This design comes from an exercise in tuning for small area, a short achievable clock period and few clock cycles on the open sky130 flow, not from production work.
The RTL was checked by simulation tests, not by an equivalence proof against the original design.
Power and IR drop assume default switching activity.

File: flow/config.mk
export PLATFORM = sky130hd
export DESIGN_NAME = nc_cpu_top
export DESIGN_NICKNAME = nc_cpu_top
export VERILOG_FILES = /design/flow/design.v
export SDC_FILE = /design/flow/constraint.sdc
export NUM_CORES = 4
export LEC_CHECK = 0
export CAP_MARGIN = 20
export CORE_MARGIN = 2
export CORE_UTILIZATION = 40
export PLACE_DENSITY = 0.6
export SETUP_SLACK_MARGIN = 5
export SLEW_MARGIN = 20
File: flow/run.sh
#!/bin/bash
# synth_recipe.tcl (not shown) runs the flow's synth.tcl, then flattens the netlist and writes it again
# the make line also repeats each setting of config.mk as NAME=value (left out here)
make -C /OpenROAD-flow-scripts/flow DESIGN_CONFIG=/design/flow/config.mk WORK_HOME=/design/flow/orfs CLKGATE_MAP_FILE= SYNTH_SCRIPT=/design/flow/synth_recipe.tcl finish
File: flow/design.v
package cpu_pkg;
    typedef logic [15:0] word_t;
    typedef logic [7:0]  bank_t;
    typedef logic [23:0] addr_t;    
    typedef logic [2:0]  reg_idx_t;
    typedef enum logic [3:0] {
        OP_NOP     = 4'h0,
        OP_MOV     = 4'h1,
        OP_ADD     = 4'h2,
        OP_SUB     = 4'h3,
        OP_AND     = 4'h4,
        OP_OR      = 4'h5,
        OP_XOR     = 4'h6,
        OP_CMP     = 4'h7,
        OP_MOVI    = 4'h8,
        OP_MUL     = 4'h9,
        OP_JMPI    = 4'hA,
        OP_JMP     = 4'hB,
        OP_BRANCH  = 4'hC,
        OP_LOAD    = 4'hD,
        OP_STORE   = 4'hE,
        OP_SPECIAL = 4'hF
    } opcode_t;
    typedef struct packed {
        opcode_t    opcode;
        reg_idx_t   rd;
        reg_idx_t   rs;
        reg_idx_t   rt;
        logic [2:0] func;    
    } instr_r_t;
    typedef struct packed {
        opcode_t    opcode;
        logic [2:0] sel;     
        logic [8:0] imm;
    } instr_i_t;
    typedef union packed {
        instr_r_t r;
        instr_i_t i;
    } instr_u;
    typedef enum logic [2:0] {
        ALU_ADD, ALU_SUB, ALU_AND, ALU_OR, ALU_XOR, ALU_MUL, ALU_PASS
    } alu_op_t;
    localparam int FLAG_Z = 0;
    localparam int FLAG_N = 1;
    localparam int FLAG_C = 2;
    localparam int FLAG_V = 3;
    localparam logic [2:0] COND_EQ = 3'd0;
    localparam logic [2:0] COND_NE = 3'd1;
    localparam logic [2:0] COND_CS = 3'd2;
    localparam logic [2:0] COND_CC = 3'd3;
    localparam logic [2:0] COND_MI = 3'd4;
    localparam logic [2:0] COND_PL = 3'd5;
    localparam logic [2:0] COND_VS = 3'd6;
    localparam logic [2:0] COND_VC = 3'd7;
    localparam logic [2:0] FUNC_MOV_RR       = 3'd0;    
    localparam logic [2:0] FUNC_MOV_TO_DBR   = 3'd2;    
    localparam logic [2:0] FUNC_MOV_FROM_DBR = 3'd3;    
    localparam logic [2:0] FUNC_HALT         = 3'd6;
endpackage
`timescale 1ns/1ps
module mul_lo (
    input  logic [15:0] a,
    input  logic [7:0]  b,
    output logic [15:0] p
);
    logic s1, c2, s3, c4, s5, c6, s7, c8, s9, c10, s11, c12, s13, c14, s15, c16, s17, c18, s19, c20, s21, c22, s23, c24, s25, c26, s27, c28, s29, c30, s31, c32, s33, c34, s35, c36, s37, c38, s39, c40, s41, c42, s43, c44, s45, c46, s47, c48, s49, c50, s51, c52, s53, c54, s55, c56, s57, c58, s59, c60, s61, c62, s63, c64, s65, c66, s67, c68, s69, c70, s71, c72, s73, c74, s75, c76, s77, c78, s79, c80, s81, c82, s83, c84, s85, c86, s87, c88, s89, c90, s91, c92, s93, c94, s95, c96, s97, c98, s99, c100, s101, c102, s103, c104, s105, c106, s107, c108, s109, c110, s111, c112, s113, c114, s115, c116, s117, c118, s119, c120, s121, c122, s123, c124, s125, c126, s127, c128, s129, c130, s131, c132, s133, c134, s135, c136, s137, c138;
    assign s1 = (a[0] & b[6]) ^ (a[1] & b[5]);
    assign c2 = (a[0] & b[6]) & (a[1] & b[5]);
    assign s3 = (a[0] & b[7]) ^ (a[1] & b[6]) ^ (a[2] & b[5]);
    assign c4 = ((a[0] & b[7]) & (a[1] & b[6])) | ((a[0] & b[7]) & (a[2] & b[5])) | ((a[1] & b[6]) & (a[2] & b[5]));
    assign s5 = (a[3] & b[4]) ^ (a[4] & b[3]);
    assign c6 = (a[3] & b[4]) & (a[4] & b[3]);
    assign s7 = (a[1] & b[7]) ^ (a[2] & b[6]) ^ (a[3] & b[5]);
    assign c8 = ((a[1] & b[7]) & (a[2] & b[6])) | ((a[1] & b[7]) & (a[3] & b[5])) | ((a[2] & b[6]) & (a[3] & b[5]));
    assign s9 = (a[4] & b[4]) ^ (a[5] & b[3]) ^ (a[6] & b[2]);
    assign c10 = ((a[4] & b[4]) & (a[5] & b[3])) | ((a[4] & b[4]) & (a[6] & b[2])) | ((a[5] & b[3]) & (a[6] & b[2]));
    assign s11 = (a[2] & b[7]) ^ (a[3] & b[6]) ^ (a[4] & b[5]);
    assign c12 = ((a[2] & b[7]) & (a[3] & b[6])) | ((a[2] & b[7]) & (a[4] & b[5])) | ((a[3] & b[6]) & (a[4] & b[5]));
    assign s13 = (a[5] & b[4]) ^ (a[6] & b[3]) ^ (a[7] & b[2]);
    assign c14 = ((a[5] & b[4]) & (a[6] & b[3])) | ((a[5] & b[4]) & (a[7] & b[2])) | ((a[6] & b[3]) & (a[7] & b[2]));
    assign s15 = (a[3] & b[7]) ^ (a[4] & b[6]) ^ (a[5] & b[5]);
    assign c16 = ((a[3] & b[7]) & (a[4] & b[6])) | ((a[3] & b[7]) & (a[5] & b[5])) | ((a[4] & b[6]) & (a[5] & b[5]));
    assign s17 = (a[6] & b[4]) ^ (a[7] & b[3]) ^ (a[8] & b[2]);
    assign c18 = ((a[6] & b[4]) & (a[7] & b[3])) | ((a[6] & b[4]) & (a[8] & b[2])) | ((a[7] & b[3]) & (a[8] & b[2]));
    assign s19 = (a[4] & b[7]) ^ (a[5] & b[6]) ^ (a[6] & b[5]);
    assign c20 = ((a[4] & b[7]) & (a[5] & b[6])) | ((a[4] & b[7]) & (a[6] & b[5])) | ((a[5] & b[6]) & (a[6] & b[5]));
    assign s21 = (a[7] & b[4]) ^ (a[8] & b[3]) ^ (a[9] & b[2]);
    assign c22 = ((a[7] & b[4]) & (a[8] & b[3])) | ((a[7] & b[4]) & (a[9] & b[2])) | ((a[8] & b[3]) & (a[9] & b[2]));
    assign s23 = (a[5] & b[7]) ^ (a[6] & b[6]) ^ (a[7] & b[5]);
    assign c24 = ((a[5] & b[7]) & (a[6] & b[6])) | ((a[5] & b[7]) & (a[7] & b[5])) | ((a[6] & b[6]) & (a[7] & b[5]));
    assign s25 = (a[8] & b[4]) ^ (a[9] & b[3]) ^ (a[10] & b[2]);
    assign c26 = ((a[8] & b[4]) & (a[9] & b[3])) | ((a[8] & b[4]) & (a[10] & b[2])) | ((a[9] & b[3]) & (a[10] & b[2]));
    assign s27 = (a[6] & b[7]) ^ (a[7] & b[6]) ^ (a[8] & b[5]);
    assign c28 = ((a[6] & b[7]) & (a[7] & b[6])) | ((a[6] & b[7]) & (a[8] & b[5])) | ((a[7] & b[6]) & (a[8] & b[5]));
    assign s29 = (a[9] & b[4]) ^ (a[10] & b[3]) ^ (a[11] & b[2]);
    assign c30 = ((a[9] & b[4]) & (a[10] & b[3])) | ((a[9] & b[4]) & (a[11] & b[2])) | ((a[10] & b[3]) & (a[11] & b[2]));
    assign s31 = (a[7] & b[7]) ^ (a[8] & b[6]) ^ (a[9] & b[5]);
    assign c32 = ((a[7] & b[7]) & (a[8] & b[6])) | ((a[7] & b[7]) & (a[9] & b[5])) | ((a[8] & b[6]) & (a[9] & b[5]));
    assign s33 = (a[10] & b[4]) ^ (a[11] & b[3]) ^ (a[12] & b[2]);
    assign c34 = ((a[10] & b[4]) & (a[11] & b[3])) | ((a[10] & b[4]) & (a[12] & b[2])) | ((a[11] & b[3]) & (a[12] & b[2]));
    assign s35 = (a[8] & b[7]) ^ (a[9] & b[6]) ^ (a[10] & b[5]);
    assign c36 = ((a[8] & b[7]) & (a[9] & b[6])) | ((a[8] & b[7]) & (a[10] & b[5])) | ((a[9] & b[6]) & (a[10] & b[5]));
    assign s37 = (a[11] & b[4]) ^ (a[12] & b[3]) ^ (a[13] & b[2]);
    assign c38 = ((a[11] & b[4]) & (a[12] & b[3])) | ((a[11] & b[4]) & (a[13] & b[2])) | ((a[12] & b[3]) & (a[13] & b[2]));
    assign s39 = (a[0] & b[4]) ^ (a[1] & b[3]);
    assign c40 = (a[0] & b[4]) & (a[1] & b[3]);
    assign s41 = (a[0] & b[5]) ^ (a[1] & b[4]) ^ (a[2] & b[3]);
    assign c42 = ((a[0] & b[5]) & (a[1] & b[4])) | ((a[0] & b[5]) & (a[2] & b[3])) | ((a[1] & b[4]) & (a[2] & b[3]));
    assign s43 = (a[3] & b[2]) ^ (a[4] & b[1]);
    assign c44 = (a[3] & b[2]) & (a[4] & b[1]);
    assign s45 = (a[2] & b[4]) ^ (a[3] & b[3]) ^ (a[4] & b[2]);
    assign c46 = ((a[2] & b[4]) & (a[3] & b[3])) | ((a[2] & b[4]) & (a[4] & b[2])) | ((a[3] & b[3]) & (a[4] & b[2]));
    assign s47 = (a[5] & b[1]) ^ (a[6] & b[0]) ^ s1;
    assign c48 = ((a[5] & b[1]) & (a[6] & b[0])) | ((a[5] & b[1]) & s1) | ((a[6] & b[0]) & s1);
    assign s49 = (a[5] & b[2]) ^ (a[6] & b[1]) ^ (a[7] & b[0]);
    assign c50 = ((a[5] & b[2]) & (a[6] & b[1])) | ((a[5] & b[2]) & (a[7] & b[0])) | ((a[6] & b[1]) & (a[7] & b[0]));
    assign s51 = c2 ^ s3 ^ s5;
    assign c52 = (c2 & s3) | (c2 & s5) | (s3 & s5);
    assign s53 = (a[7] & b[1]) ^ (a[8] & b[0]) ^ c4;
    assign c54 = ((a[7] & b[1]) & (a[8] & b[0])) | ((a[7] & b[1]) & c4) | ((a[8] & b[0]) & c4);
    assign s55 = c6 ^ s7 ^ s9;
    assign c56 = (c6 & s7) | (c6 & s9) | (s7 & s9);
    assign s57 = (a[8] & b[1]) ^ (a[9] & b[0]) ^ c8;
    assign c58 = ((a[8] & b[1]) & (a[9] & b[0])) | ((a[8] & b[1]) & c8) | ((a[9] & b[0]) & c8);
    assign s59 = c10 ^ s11 ^ s13;
    assign c60 = (c10 & s11) | (c10 & s13) | (s11 & s13);
    assign s61 = (a[9] & b[1]) ^ (a[10] & b[0]) ^ c12;
    assign c62 = ((a[9] & b[1]) & (a[10] & b[0])) | ((a[9] & b[1]) & c12) | ((a[10] & b[0]) & c12);
    assign s63 = c14 ^ s15 ^ s17;
    assign c64 = (c14 & s15) | (c14 & s17) | (s15 & s17);
    assign s65 = (a[10] & b[1]) ^ (a[11] & b[0]) ^ c16;
    assign c66 = ((a[10] & b[1]) & (a[11] & b[0])) | ((a[10] & b[1]) & c16) | ((a[11] & b[0]) & c16);
    assign s67 = c18 ^ s19 ^ s21;
    assign c68 = (c18 & s19) | (c18 & s21) | (s19 & s21);
    assign s69 = (a[11] & b[1]) ^ (a[12] & b[0]) ^ c20;
    assign c70 = ((a[11] & b[1]) & (a[12] & b[0])) | ((a[11] & b[1]) & c20) | ((a[12] & b[0]) & c20);
    assign s71 = c22 ^ s23 ^ s25;
    assign c72 = (c22 & s23) | (c22 & s25) | (s23 & s25);
    assign s73 = (a[12] & b[1]) ^ (a[13] & b[0]) ^ c24;
    assign c74 = ((a[12] & b[1]) & (a[13] & b[0])) | ((a[12] & b[1]) & c24) | ((a[13] & b[0]) & c24);
    assign s75 = c26 ^ s27 ^ s29;
    assign c76 = (c26 & s27) | (c26 & s29) | (s27 & s29);
    assign s77 = (a[13] & b[1]) ^ (a[14] & b[0]) ^ c28;
    assign c78 = ((a[13] & b[1]) & (a[14] & b[0])) | ((a[13] & b[1]) & c28) | ((a[14] & b[0]) & c28);
    assign s79 = c30 ^ s31 ^ s33;
    assign c80 = (c30 & s31) | (c30 & s33) | (s31 & s33);
    assign s81 = (a[14] & b[1]) ^ (a[15] & b[0]) ^ c32;
    assign c82 = ((a[14] & b[1]) & (a[15] & b[0])) | ((a[14] & b[1]) & c32) | ((a[15] & b[0]) & c32);
    assign s83 = c34 ^ s35 ^ s37;
    assign c84 = (c34 & s35) | (c34 & s37) | (s35 & s37);
    assign s85 = (a[0] & b[3]) ^ (a[1] & b[2]);
    assign c86 = (a[0] & b[3]) & (a[1] & b[2]);
    assign s87 = (a[2] & b[2]) ^ (a[3] & b[1]) ^ (a[4] & b[0]);
    assign c88 = ((a[2] & b[2]) & (a[3] & b[1])) | ((a[2] & b[2]) & (a[4] & b[0])) | ((a[3] & b[1]) & (a[4] & b[0]));
    assign s89 = (a[5] & b[0]) ^ c40 ^ s41;
    assign c90 = ((a[5] & b[0]) & c40) | ((a[5] & b[0]) & s41) | (c40 & s41);
    assign s91 = c42 ^ c44 ^ s45;
    assign c92 = (c42 & c44) | (c42 & s45) | (c44 & s45);
    assign s93 = c46 ^ c48 ^ s49;
    assign c94 = (c46 & c48) | (c46 & s49) | (c48 & s49);
    assign s95 = c50 ^ c52 ^ s53;
    assign c96 = (c50 & c52) | (c50 & s53) | (c52 & s53);
    assign s97 = c54 ^ c56 ^ s57;
    assign c98 = (c54 & c56) | (c54 & s57) | (c56 & s57);
    assign s99 = c58 ^ c60 ^ s61;
    assign c100 = (c58 & c60) | (c58 & s61) | (c60 & s61);
    assign s101 = c62 ^ c64 ^ s65;
    assign c102 = (c62 & c64) | (c62 & s65) | (c64 & s65);
    assign s103 = c66 ^ c68 ^ s69;
    assign c104 = (c66 & c68) | (c66 & s69) | (c68 & s69);
    assign s105 = c70 ^ c72 ^ s73;
    assign c106 = (c70 & c72) | (c70 & s73) | (c72 & s73);
    assign s107 = c74 ^ c76 ^ s77;
    assign c108 = (c74 & c76) | (c74 & s77) | (c76 & s77);
    assign s109 = c78 ^ c80 ^ s81;
    assign c110 = (c78 & c80) | (c78 & s81) | (c80 & s81);
    assign s111 = (a[0] & b[2]) ^ (a[1] & b[1]);
    assign c112 = (a[0] & b[2]) & (a[1] & b[1]);
    assign s113 = (a[2] & b[1]) ^ (a[3] & b[0]) ^ s85;
    assign c114 = ((a[2] & b[1]) & (a[3] & b[0])) | ((a[2] & b[1]) & s85) | ((a[3] & b[0]) & s85);
    assign s115 = s39 ^ c86 ^ s87;
    assign c116 = (s39 & c86) | (s39 & s87) | (c86 & s87);
    assign s117 = s43 ^ c88 ^ s89;
    assign c118 = (s43 & c88) | (s43 & s89) | (c88 & s89);
    assign s119 = s47 ^ c90 ^ s91;
    assign c120 = (s47 & c90) | (s47 & s91) | (c90 & s91);
    assign s121 = s51 ^ c92 ^ s93;
    assign c122 = (s51 & c92) | (s51 & s93) | (c92 & s93);
    assign s123 = s55 ^ c94 ^ s95;
    assign c124 = (s55 & c94) | (s55 & s95) | (c94 & s95);
    assign s125 = s59 ^ c96 ^ s97;
    assign c126 = (s59 & c96) | (s59 & s97) | (c96 & s97);
    assign s127 = s63 ^ c98 ^ s99;
    assign c128 = (s63 & c98) | (s63 & s99) | (c98 & s99);
    assign s129 = s67 ^ c100 ^ s101;
    assign c130 = (s67 & c100) | (s67 & s101) | (c100 & s101);
    assign s131 = s71 ^ c102 ^ s103;
    assign c132 = (s71 & c102) | (s71 & s103) | (c102 & s103);
    assign s133 = s75 ^ c104 ^ s105;
    assign c134 = (s75 & c104) | (s75 & s105) | (c104 & s105);
    assign s135 = s79 ^ c106 ^ s107;
    assign c136 = (s79 & c106) | (s79 & s107) | (c106 & s107);
    assign s137 = s83 ^ c108 ^ s109;
    assign c138 = (s83 & c108) | (s83 & s109) | (c108 & s109);
    assign p = {c136, c134, c132, c130, c128, c126, c124, c122, c120, c118, c116, c114, c112, (a[2] & b[0]), (a[0] & b[1]), (a[0] & b[0])} + {s137, s135, s133, s131, s129, s127, s125, s123, s121, s119, s117, s115, s113, s111, (a[1] & b[0]), 1'b0};
endmodule
module mul_hi (
    input  logic [7:0] a,
    input  logic [7:0] b,
    input  logic [7:0] m,
    output logic [7:0] p,
    output logic       z
);
    logic [7:0] x, y;
    logic s1, c2, s3, c4, s5, c6, s7, c8, s9, c10, s11, c12, s13, c14, s15, c16, s17, c18, s19, c20, s21, c22, s23, c24, s25, c26, s27, c28, s29, c30, s31, c32, s33, c34, s35, c36, s37, c38, s39, c40, s41, c42, s43, c44, s45, c46, s47, c48, s49, c50, s51, c52, s53, c54, s55, c56;
    assign s1 = m[5] ^ (a[0] & b[5]);
    assign c2 = m[5] & (a[0] & b[5]);
    assign s3 = m[6] ^ (a[0] & b[6]) ^ (a[1] & b[5]);
    assign c4 = (m[6] & (a[0] & b[6])) | (m[6] & (a[1] & b[5])) | ((a[0] & b[6]) & (a[1] & b[5]));
    assign s5 = (a[2] & b[4]) ^ (a[3] & b[3]);
    assign c6 = (a[2] & b[4]) & (a[3] & b[3]);
    assign s7 = m[7] ^ (a[0] & b[7]) ^ (a[1] & b[6]);
    assign c8 = (m[7] & (a[0] & b[7])) | (m[7] & (a[1] & b[6])) | ((a[0] & b[7]) & (a[1] & b[6]));
    assign s9 = (a[2] & b[5]) ^ (a[3] & b[4]) ^ (a[4] & b[3]);
    assign c10 = ((a[2] & b[5]) & (a[3] & b[4])) | ((a[2] & b[5]) & (a[4] & b[3])) | ((a[3] & b[4]) & (a[4] & b[3]));
    assign s11 = (a[5] & b[2]) ^ (a[6] & b[1]);
    assign c12 = (a[5] & b[2]) & (a[6] & b[1]);
    assign s13 = m[3] ^ (a[0] & b[3]);
    assign c14 = m[3] & (a[0] & b[3]);
    assign s15 = m[4] ^ (a[0] & b[4]) ^ (a[1] & b[3]);
    assign c16 = (m[4] & (a[0] & b[4])) | (m[4] & (a[1] & b[3])) | ((a[0] & b[4]) & (a[1] & b[3]));
    assign s17 = (a[2] & b[2]) ^ (a[3] & b[1]);
    assign c18 = (a[2] & b[2]) & (a[3] & b[1]);
    assign s19 = (a[1] & b[4]) ^ (a[2] & b[3]) ^ (a[3] & b[2]);
    assign c20 = ((a[1] & b[4]) & (a[2] & b[3])) | ((a[1] & b[4]) & (a[3] & b[2])) | ((a[2] & b[3]) & (a[3] & b[2]));
    assign s21 = (a[4] & b[1]) ^ (a[5] & b[0]) ^ s1;
    assign c22 = ((a[4] & b[1]) & (a[5] & b[0])) | ((a[4] & b[1]) & s1) | ((a[5] & b[0]) & s1);
    assign s23 = (a[4] & b[2]) ^ (a[5] & b[1]) ^ (a[6] & b[0]);
    assign c24 = ((a[4] & b[2]) & (a[5] & b[1])) | ((a[4] & b[2]) & (a[6] & b[0])) | ((a[5] & b[1]) & (a[6] & b[0]));
    assign s25 = c2 ^ s3 ^ s5;
    assign c26 = (c2 & s3) | (c2 & s5) | (s3 & s5);
    assign s27 = (a[7] & b[0]) ^ c4 ^ c6;
    assign c28 = ((a[7] & b[0]) & c4) | ((a[7] & b[0]) & c6) | (c4 & c6);
    assign s29 = s7 ^ s9 ^ s11;
    assign c30 = (s7 & s9) | (s7 & s11) | (s9 & s11);
    assign s31 = m[2] ^ (a[0] & b[2]);
    assign c32 = m[2] & (a[0] & b[2]);
    assign s33 = (a[1] & b[2]) ^ (a[2] & b[1]) ^ (a[3] & b[0]);
    assign c34 = ((a[1] & b[2]) & (a[2] & b[1])) | ((a[1] & b[2]) & (a[3] & b[0])) | ((a[2] & b[1]) & (a[3] & b[0]));
    assign s35 = (a[4] & b[0]) ^ c14 ^ s15;
    assign c36 = ((a[4] & b[0]) & c14) | ((a[4] & b[0]) & s15) | (c14 & s15);
    assign s37 = c16 ^ c18 ^ s19;
    assign c38 = (c16 & c18) | (c16 & s19) | (c18 & s19);
    assign s39 = c20 ^ c22 ^ s23;
    assign c40 = (c20 & c22) | (c20 & s23) | (c22 & s23);
    assign s41 = c24 ^ c26 ^ s27;
    assign c42 = (c24 & c26) | (c24 & s27) | (c26 & s27);
    assign s43 = m[1] ^ (a[0] & b[1]);
    assign c44 = m[1] & (a[0] & b[1]);
    assign s45 = (a[1] & b[1]) ^ (a[2] & b[0]) ^ s31;
    assign c46 = ((a[1] & b[1]) & (a[2] & b[0])) | ((a[1] & b[1]) & s31) | ((a[2] & b[0]) & s31);
    assign s47 = s13 ^ c32 ^ s33;
    assign c48 = (s13 & c32) | (s13 & s33) | (c32 & s33);
    assign s49 = s17 ^ c34 ^ s35;
    assign c50 = (s17 & c34) | (s17 & s35) | (c34 & s35);
    assign s51 = s21 ^ c36 ^ s37;
    assign c52 = (s21 & c36) | (s21 & s37) | (c36 & s37);
    assign s53 = s25 ^ c38 ^ s39;
    assign c54 = (s25 & c38) | (s25 & s39) | (c38 & s39);
    assign s55 = s29 ^ c40 ^ s41;
    assign c56 = (s29 & c40) | (s29 & s41) | (c40 & s41);
    assign x = {c54, c52, c50, c48, c46, c44, (a[1] & b[0]), m[0]};
    assign y = {s55, s53, s51, s49, s47, s45, s43, (a[0] & b[0])};
    assign p = x + y;
    assign z = &(~(x ^ y ^ {x[6:0] | y[6:0], 1'b0}));
endmodule
`timescale 1ns/1ps
module nc_cpu_top #(
    parameter logic [7:0]  RESET_BANK      = 8'h01,
    parameter logic [15:0] RESET_OFFSET    = 16'h8000,
    parameter logic [7:0]  RESET_DATA_BANK = 8'h00
) (
    input  logic        clk,
    input  logic        reset_n,
    output logic        mem_valid,
    output logic        mem_we,
    output logic [23:0] mem_addr,
    output logic [15:0] mem_wdata,
    input  logic        mem_ready,
    input  logic [15:0] mem_rdata,
    output logic        halted
);
    logic [15:0] regs [8];
    logic        fz, fn, fc, fv;
    logic [7:0]  dbr;
    logic [15:0] ir;        
    logic        iv;        
    logic        run;       
    logic [15:0] fa;        
    logic        mph;       
    logic [15:0] mlo;       
    logic [2:0]  d_pb;      
    logic        d_mem, d_st, d_halt, d_mul;
    logic [3:0]  op;
    logic [2:0]  rd, rs, fnc;
    logic [15:0] simm;
    assign op   = ir[15:12];
    assign rd   = ir[11:9];
    assign rs   = ir[8:6];
    assign fnc  = ir[2:0];
    assign simm = {{7{ir[8]}}, ir[8:0]};
    logic is_jmpi, is_jmp, is_br, is_ld;
    assign is_jmpi = (op == 4'hA);
    assign is_jmp  = (op == 4'hB);
    assign is_br   = (op == 4'hC);
    assign is_ld   = d_mem && !d_st;
    logic [15:0] a_val, b_val;
    assign a_val = regs[rs];
    assign b_val = regs[d_pb];
    logic cond;
    always_comb begin
        case (rd)
            3'd0: cond =  fz;
            3'd1: cond = !fz;
            3'd2: cond =  fc;
            3'd3: cond = !fc;
            3'd4: cond =  fn;
            3'd5: cond = !fn;
            3'd6: cond =  fv;
            default: cond = !fv;
        endcase
    end
    logic        redir, dacc, hlt, mul0, fetching;
    logic [6:0]  page;
    logic [15:0] target, cur;
    assign page   = (fa[8:1] == 8'd0) ? fa[15:9] - 7'd1 : fa[15:9];
    assign redir  = iv && (is_jmpi || is_jmp || (is_br && cond));
    assign target = is_jmpi ? {page, ir[8:0]} : is_jmp ? a_val : fa + simm;
    assign cur    = redir ? target : fa;
    assign dacc     = iv && d_mem;
    assign hlt      = iv && d_halt;
    assign mul0     = iv && d_mul && !mph;
    assign fetching = run && !dacc && !hlt && !mul0;
    assign halted    = hlt;
    assign mem_valid = run && !hlt && !mul0;
    assign mem_we    = dacc && d_st;
    assign mem_addr  = dacc ? {dbr, a_val} : {RESET_BANK, cur};
    assign mem_wdata = b_val;
    logic        sub, cin;
    logic [16:0] sum;
    logic [15:0] bx, mhi, res;
    logic        carry, ovf, z_sum;
    assign sub   = (op == 4'h3) || (op == 4'h7);
    assign cin   = sub;
    assign bx    = sub ? ~b_val : b_val;
    assign sum   = {1'b0, a_val} + {1'b0, bx} + {16'd0, cin};
    assign carry = sum[16] ^ sub;
    assign ovf   = (a_val[15] == bx[15]) && (sum[15] != a_val[15]);
    assign z_sum = &(~((a_val ^ bx) ^ {a_val[14:0] | bx[14:0], cin}));
    logic [15:0] mlo_d;
    logic [7:0]  mup;
    logic        mz;
    mul_lo i_mul_lo (.a(a_val), .b(b_val[7:0]), .p(mlo_d));
    mul_hi i_mul_hi (.a(a_val[7:0]), .b(b_val[15:8]), .m(mlo[15:8]), .p(mup), .z(mz));
    assign mhi = {mup, mlo[7:0]};
    logic wr, set_zn, set_cv, dbr_wr, zr;
    always_comb begin
        res    = sum[15:0];
        zr     = z_sum;
        wr     = 1'b0;
        set_cv = 1'b0;
        dbr_wr = 1'b0;
        case (op)
            4'h1: begin
                res = (fnc == 3'd3) ? {8'h00, dbr} : a_val;
                zr  = (fnc == 3'd3) ? (dbr == 8'd0) : (a_val == 16'd0);
                wr  = (fnc == 3'd0) || (fnc == 3'd3);
                dbr_wr = (fnc == 3'd2);
            end
            4'h2, 4'h3: begin wr = 1'b1; set_cv = 1'b1; end
            4'h7:       set_cv = 1'b1;
            4'h4: begin res = a_val & b_val; zr = (res == 16'd0); wr = 1'b1; end
            4'h5: begin res = a_val | b_val; zr = (res == 16'd0); wr = 1'b1; end
            4'h6: begin res = a_val ^ b_val; zr = (res == 16'd0); wr = 1'b1; end
            4'h8: begin res = simm; zr = (ir[8:0] == 9'd0); wr = 1'b1; end
            4'h9: begin res = mhi; zr = mz && (mlo[7:0] == 8'd0); wr = 1'b1; end
            4'hD: begin res = mem_rdata; zr = (mem_rdata == 16'd0); end
            default: ;
        endcase
        set_zn = wr || (op == 4'h7) || is_ld;
    end
    logic ex_alu, ex_ld, wen;
    assign ex_alu = iv && !d_mem && !mul0;
    assign ex_ld  = iv && is_ld && mem_ready;
    assign wen    = (ex_alu && wr) || ex_ld;
    always_ff @(posedge clk or negedge reset_n) begin
        if (!reset_n) begin
            for (int i = 0; i < 8; i++)
                regs[i] <= '0;
            {fz, fn, fc, fv} <= 4'h0;
            dbr <= RESET_DATA_BANK;
        end else begin
            if (wen)
                regs[rd] <= res;
            if ((ex_alu && set_zn) || ex_ld) begin
                fz <= zr;
                fn <= res[15];
            end
            if (ex_alu && set_cv) begin
                fc <= carry;
                fv <= ovf;
            end
            if (ex_alu && dbr_wr)
                dbr <= a_val[7:0];
        end
    end
    always_ff @(posedge clk or negedge reset_n) begin
        if (!reset_n) begin
            run <= 1'b0;
            iv  <= 1'b0;
            mph <= 1'b0;
            fa  <= RESET_OFFSET;
        end else begin
            run <= 1'b1;
            mph <= mul0;
            if (fetching) begin
                iv <= mem_ready;
                fa <= mem_ready ? cur + 16'd2 : cur;
            end else if (dacc && mem_ready) begin
                iv <= 1'b0;
            end
        end
    end
    logic [3:0] nop;
    assign nop = mem_rdata[15:12];
    always_ff @(posedge clk) begin
        mlo <= mlo_d;
        if (fetching && mem_ready) begin
            ir     <= mem_rdata;
            d_pb   <= (nop == 4'hE) ? mem_rdata[11:9] : mem_rdata[5:3];
            d_mem  <= (nop == 4'hD) || (nop == 4'hE);
            d_st   <= (nop == 4'hE);
            d_halt <= (nop == 4'hF) && (mem_rdata[2:0] == 3'd6);
            d_mul  <= (nop == 4'h9);
        end
    end
endmodule
File: flow/constraint.sdc
create_clock -name core_clock -period 11.0 [get_ports {clk}]
set_input_delay 2.2000 -clock core_clock [delete_from_list [all_inputs] [get_ports {clk}]]
set_output_delay 2.2000 -clock core_clock [all_outputs]
set_load 0.01 [all_outputs]
==> run summary <==
state kept, by name, indices dropped and copies added (netlist names):
name and cells:
d_halt 1, fv 1, dbr 8, d_pb 3, d_mul 1, regs 128
fa 16, mlo 16, mph 1, d_st 1, fc 1, run 1
d_mem 1, fz 1, ir 16, iv 1, fn 1
worst min-delay path: stages, from the launching register on:
cell     delay, ns
dfstp_2       0.39
nand2_1       0.05
o21ai_1       0.05
stage by stage:
step                hold slack, ns  instances
floorplan                    0.450       2009
global placement             0.465       2613
detailed placement           0.472       2613
CTS                          0.488       2655
global route                 0.532       2689
finish                       0.491       2689
Yosys cell counts, drive strengths merged, types with 13 or more instances:
master and instances:
dfxtp 16, a21oi 99, buf 43, nor4 27, nor3 23, ha 120, clkbuf 60, o22ai 20
a222oi 13, mux2 112, nand2 185, nand4 15, nor2b 23, fa 75, a211oi 14, edfxtp 23
inv 184, o211ai 16, nor2 176, o21ai 113, xor2 38, dfrtp 158, nand2b 31, or2 14
mux2i 42, xnor2 78, a221oi 30, a21o 21, nand3 26
metal layers:
layer  up-vias  share of wire [%]  track usage (%)
li1       7241                  -                -
met1      8106                 42             38.2
met5         -              0.079                0
met2       757                 46             45.1
met4         8                3.8             11.1
met3       162                8.1             6.50
repair_timing:
item	in CTS	in global routing
setup buffers	10	26
cloned	0	7
setup endpoints to repair	57	26
hold endpoints to repair	0	0
pin swaps	2	10
resized for setup	55	45
cell type report:
cell class	count	share of cell area [%]
multi-input cells	1520	58.8
flip-flops and latches	198	24.1
repair buffers	150	6.94
well taps	600	3.62
inverters	189	3.48
clock buffers	17	2.05
clock inverters	15	1.01
power by group through the flow:
stage	Combinational, W	Clock (W)	Sequential, W
after floorplan	0.00399	0	0.00122
final	0.00555	0.000705	0.00134
after CTS	0.00540	0.000712	0.00133
after global placement	0.00526	0	0.00134
after global routing	0.00616	0.000744	0.00137
after detailed placement	0.00533	0	0.00134
cells in the final DEF, fill, tap and decap left out, types with 12 or more instances in the layout:
cell / Yosys / routed
a222oi_1: 13 / 13
dfxtp_1: 16 / 16
nor3_1: 23 / 21
o22ai_1: 19 / 19
xnor2_1: 78 / 77
o211ai_1: 15 / 15
nand2_1: 185 / 182
mux2_2: 112 / 112
buf_4: 11 / 71
nand3_1: 26 / 26
edfxtp_1: 23 / 23
clkdlybuf4s50_1: 0 / 56
mux2i_1: 42 / 41
a21oi_1: 99 / 96
nor4_1: 26 / 25
a21o_1: 21 / 21
xor2_1: 38 / 38
ha_1: 120 / 120
clkbuf_16: 0 / 21
and3_1: 12 / 12
nand2b_1: 31 / 28
nor2_1: 175 / 169
fa_1: 75 / 73
a221oi_1: 28 / 28
dfrtp_1: 158 / 158
nor2b_1: 23 / 16
nand4_1: 15 / 15
inv_1: 181 / 178
o21ai_0: 102 / 97
kinds of logic after synthesis:
kind of cell	after synthesis	synth area share [%]
AOI/OAI and AO/OA	466	18.1
adders and majority gates	195	16.5
and+or+nand+nor	575	14.8
DFF	198	27.5
other	1	0.0207
muxes	165	10.7
buffers and inverters	292	6.67
xor gates and xnor gates	117	5.72
worst max path at each step:
stage / startpoint / endpoint / slack [ns] / cells after the start
after floorplan: d_pb[1]$_DFFE_PP_ / mlo[14]$_DFF_P_ / 5.29 / 21
after global placement: ir[6]$_DFFE_PP_ / regs[1][15]$_DFFE_PN0P_ / 4.29 / 20
after detailed placement: ir[6]$_DFFE_PP_ / regs[2][15]$_DFFE_PN0P_ / 4.11 / 20
after CTS: d_pb[0]$_DFFE_PP_ / regs[2][15]$_DFFE_PN0P_ / 5.01 / 20
after global routing: ir[6]$_DFFE_PP_ / regs[6][15]$_DFFE_PN0P_ / 4.94 / 22
final: ir[7]$_DFFE_PP_ / mem_addr[7] / 5.09 / 11
==> flow_metrics.env <==
export IMPL_root_buffer="clkbuf_16"
export IMPL_clock_sinks=198
export IMPL_placed_area_mm2=0.0194
export IMPL_clock_fmax_ghz=0.169
export IMPL_ys_types=98
export IMPL_io_buffers=61
export IMPL_seq_area_frac_synth_pct=27.5
export IMPL_grt_max_degree=81
export IMPL_switching_share_pct=49.4
export IMPL_critical_path_top_delay_family="compound AO/OA/AOI/OAI gates"
export IMPL_reg2reg_to="regs[2][15]$_DFFE_PN0P_"
export IMPL_critPathMaxStageDelay_ns=0.62
export IMPL_grt_ovfl_total=0
export IMPL_crit_top_cell="buf_12"
export IMPL_synth_area_leaders="dfrtp_1 (22%), fa_1 (8.3%), ha_1 (8.3%)"
export IMPL_power_leakage_nw=9.00
export IMPL_power_frac_comb_pct=73.1
export IMPL_dieArea_mm2=0.0471
export IMPL_arrival_ns=3.71
export IMPL_start_util_pct=40.3
export IMPL_cp_start_kind="flip-flop"
export IMPL_die_w_um=217
export IMPL_ys_warnings_count=2
export IMPL_drt_iter0_markers=1745
export IMPL_pwr_share_clk_pct=9.3
export IMPL_netlist_area_mm2=0.0181
export IMPL_critPathCaptureType="output port"
export IMPL_min_delay_start="fa[15]$_DFFE_PN1P_"
export IMPL_hp_class="flip-flop to flip-flop"
export IMPL_regToRegStartpoint="ir[6]$_DFFE_PP_"
export IMPL_cts_tree="built"
export IMPL_critPathKind="flip-flop to output port"
export IMPL_coreArea_mm2=0.0451
export IMPL_wl_mm=68.3
export IMPL_ys_flop_type="dfrtp_1"
export IMPL_crit_fanout=35
export IMPL_pre_cts_ws_ns=4.11
export IMPL_seqCellArea_mm2=0.00499
export IMPL_rsz0062_at_grt="yes"
export IMPL_period_share_pct=53.7
export IMPL_syn_num_nets=2223
export IMPL_h_tree_depth=4
export IMPL_synth_avg_cell_area_um2=9.03
export IMPL_multi_input_area_mm2=0.0122
export IMPL_critPathRequiredTime_ns=8.80
export IMPL_max_slew_margin_pct=33.1
export IMPL_diodes=0
export IMPL_yosysTopAreaCell="dfrtp_1"
export IMPL_crit_path_cell_trace="buf_12 -> nor2b_4 -> buf_12 -> a221oi_1 -> o21a_1 -> o31ai_1 -> mux2i_1 -> o21ai_2 -> nand2_1 -> o21ai_0 -> clkdlybuf4s50_1"
export IMPL_ir_drop_mv=0.637
export IMPL_reg2reg_depth=22
export IMPL_antenna_found_initial=2
export IMPL_gp_congestion=0.973
export IMPL_synth_edf_count=23
export IMPL_holdBufCountCts=0
export IMPL_clkTransAtPathRegs_ns=0.08
export IMPL_p_per_area_mw_per_mm2=366
export IMPL_r2r_slack_ns=5.14
export IMPL_grt_pass1_vias=15800
export IMPL_drc=0
export IMPL_final_core_util_pct=46.0
export IMPL_rows=78
export IMPL_via_count=16300
export IMPL_synth_top_area_share_pct=21.8
export IMPL_switchingPower_w=0.00375
export IMPL_fin_setup_tns_ns=0
export IMPL_dp_hpwl_mm=49.5
export IMPL_firstDrtPassIters=8
export IMPL_vias_per_cell=6.05
export IMPL_internal_power_w=0.00385
export IMPL_timing_critical_path_buf_inv=3
export IMPL_syn_to_final_growth_pct=14.3
export IMPL_fp_dieH_um=217
export IMPL_drive_above_1_share_pct=16.4
export IMPL_layout_setup_ws_ns=5.09
export IMPL_maxCapViolations=0
export IMPL_synthArstFlopShare_pct=80.3
export IMPL_final_cell_area_mm2=0.0207
export IMPL_slew_viol_final=0
export IMPL_clk_latency_ns=0.51
export IMPL_drt_wirelength_per_cell_um=25.4
export IMPL_holdPathStages=2
export IMPL_cpMaxStageDelayCell="clkdlybuf4s50_1"
export IMPL_synth_cells=2009
export IMPL_period_needed_ns=5.91
export IMPL_cts_max_path_buffers=2
export IMPL_setup_viol=0
export IMPL_whs_endpoint="fa[15]$_DFFE_PN1P_"
export IMPL_synth_seq_cells=198
export IMPL_drtAntennaViolNets=0
export IMPL_p_seq_share_pct=17.6
export IMPL_hold_viol=0
export IMPL_numCtsBuffers=17
export IMPL_io_pins=62
export IMPL_grt_pass1_wl_mm=101
export IMPL_grt_use_total_pct=28.6
export IMPL_fill_cells=4320
export IMPL_status="complete, no violations"
export IMPL_worst_clock_skew_ns=0.0140
export IMPL_finalPower_w=0.00760
export IMPL_worst_pin_slew_ns=1.00
export IMPL_fin_nets=2290
Testbench counts, summed over its fixed seeds: cycles 81,683.

[re-timing with driven ports]
Ports are ideal in the flow. The routed layout listed here was re-timed in OpenROAD. Step 1 sets driving cells, clkbuf_16 on the clock port and buf_2 on the other inputs (assumed; they add their load-dependent delay and slew). Step 2 times the ports against the registers' clock, not the clock port: input delays grow and output delays shrink by t, the midpoint of the rising clock arrivals with the driver on. a / b / c = no drivers / after step 1 / after step 2; a / b = the first two.
t, ns: 0.562
setup WS [ns]: 5.089 / 5.027 / 5.135
slew at the worst register clock pin (ns): 0.08 / 0.08
After both steps this run still meets setup and hold. For this run, drivers alone change the setup slack by -0.062 ns; drivers and shift together by +0.046 ns.
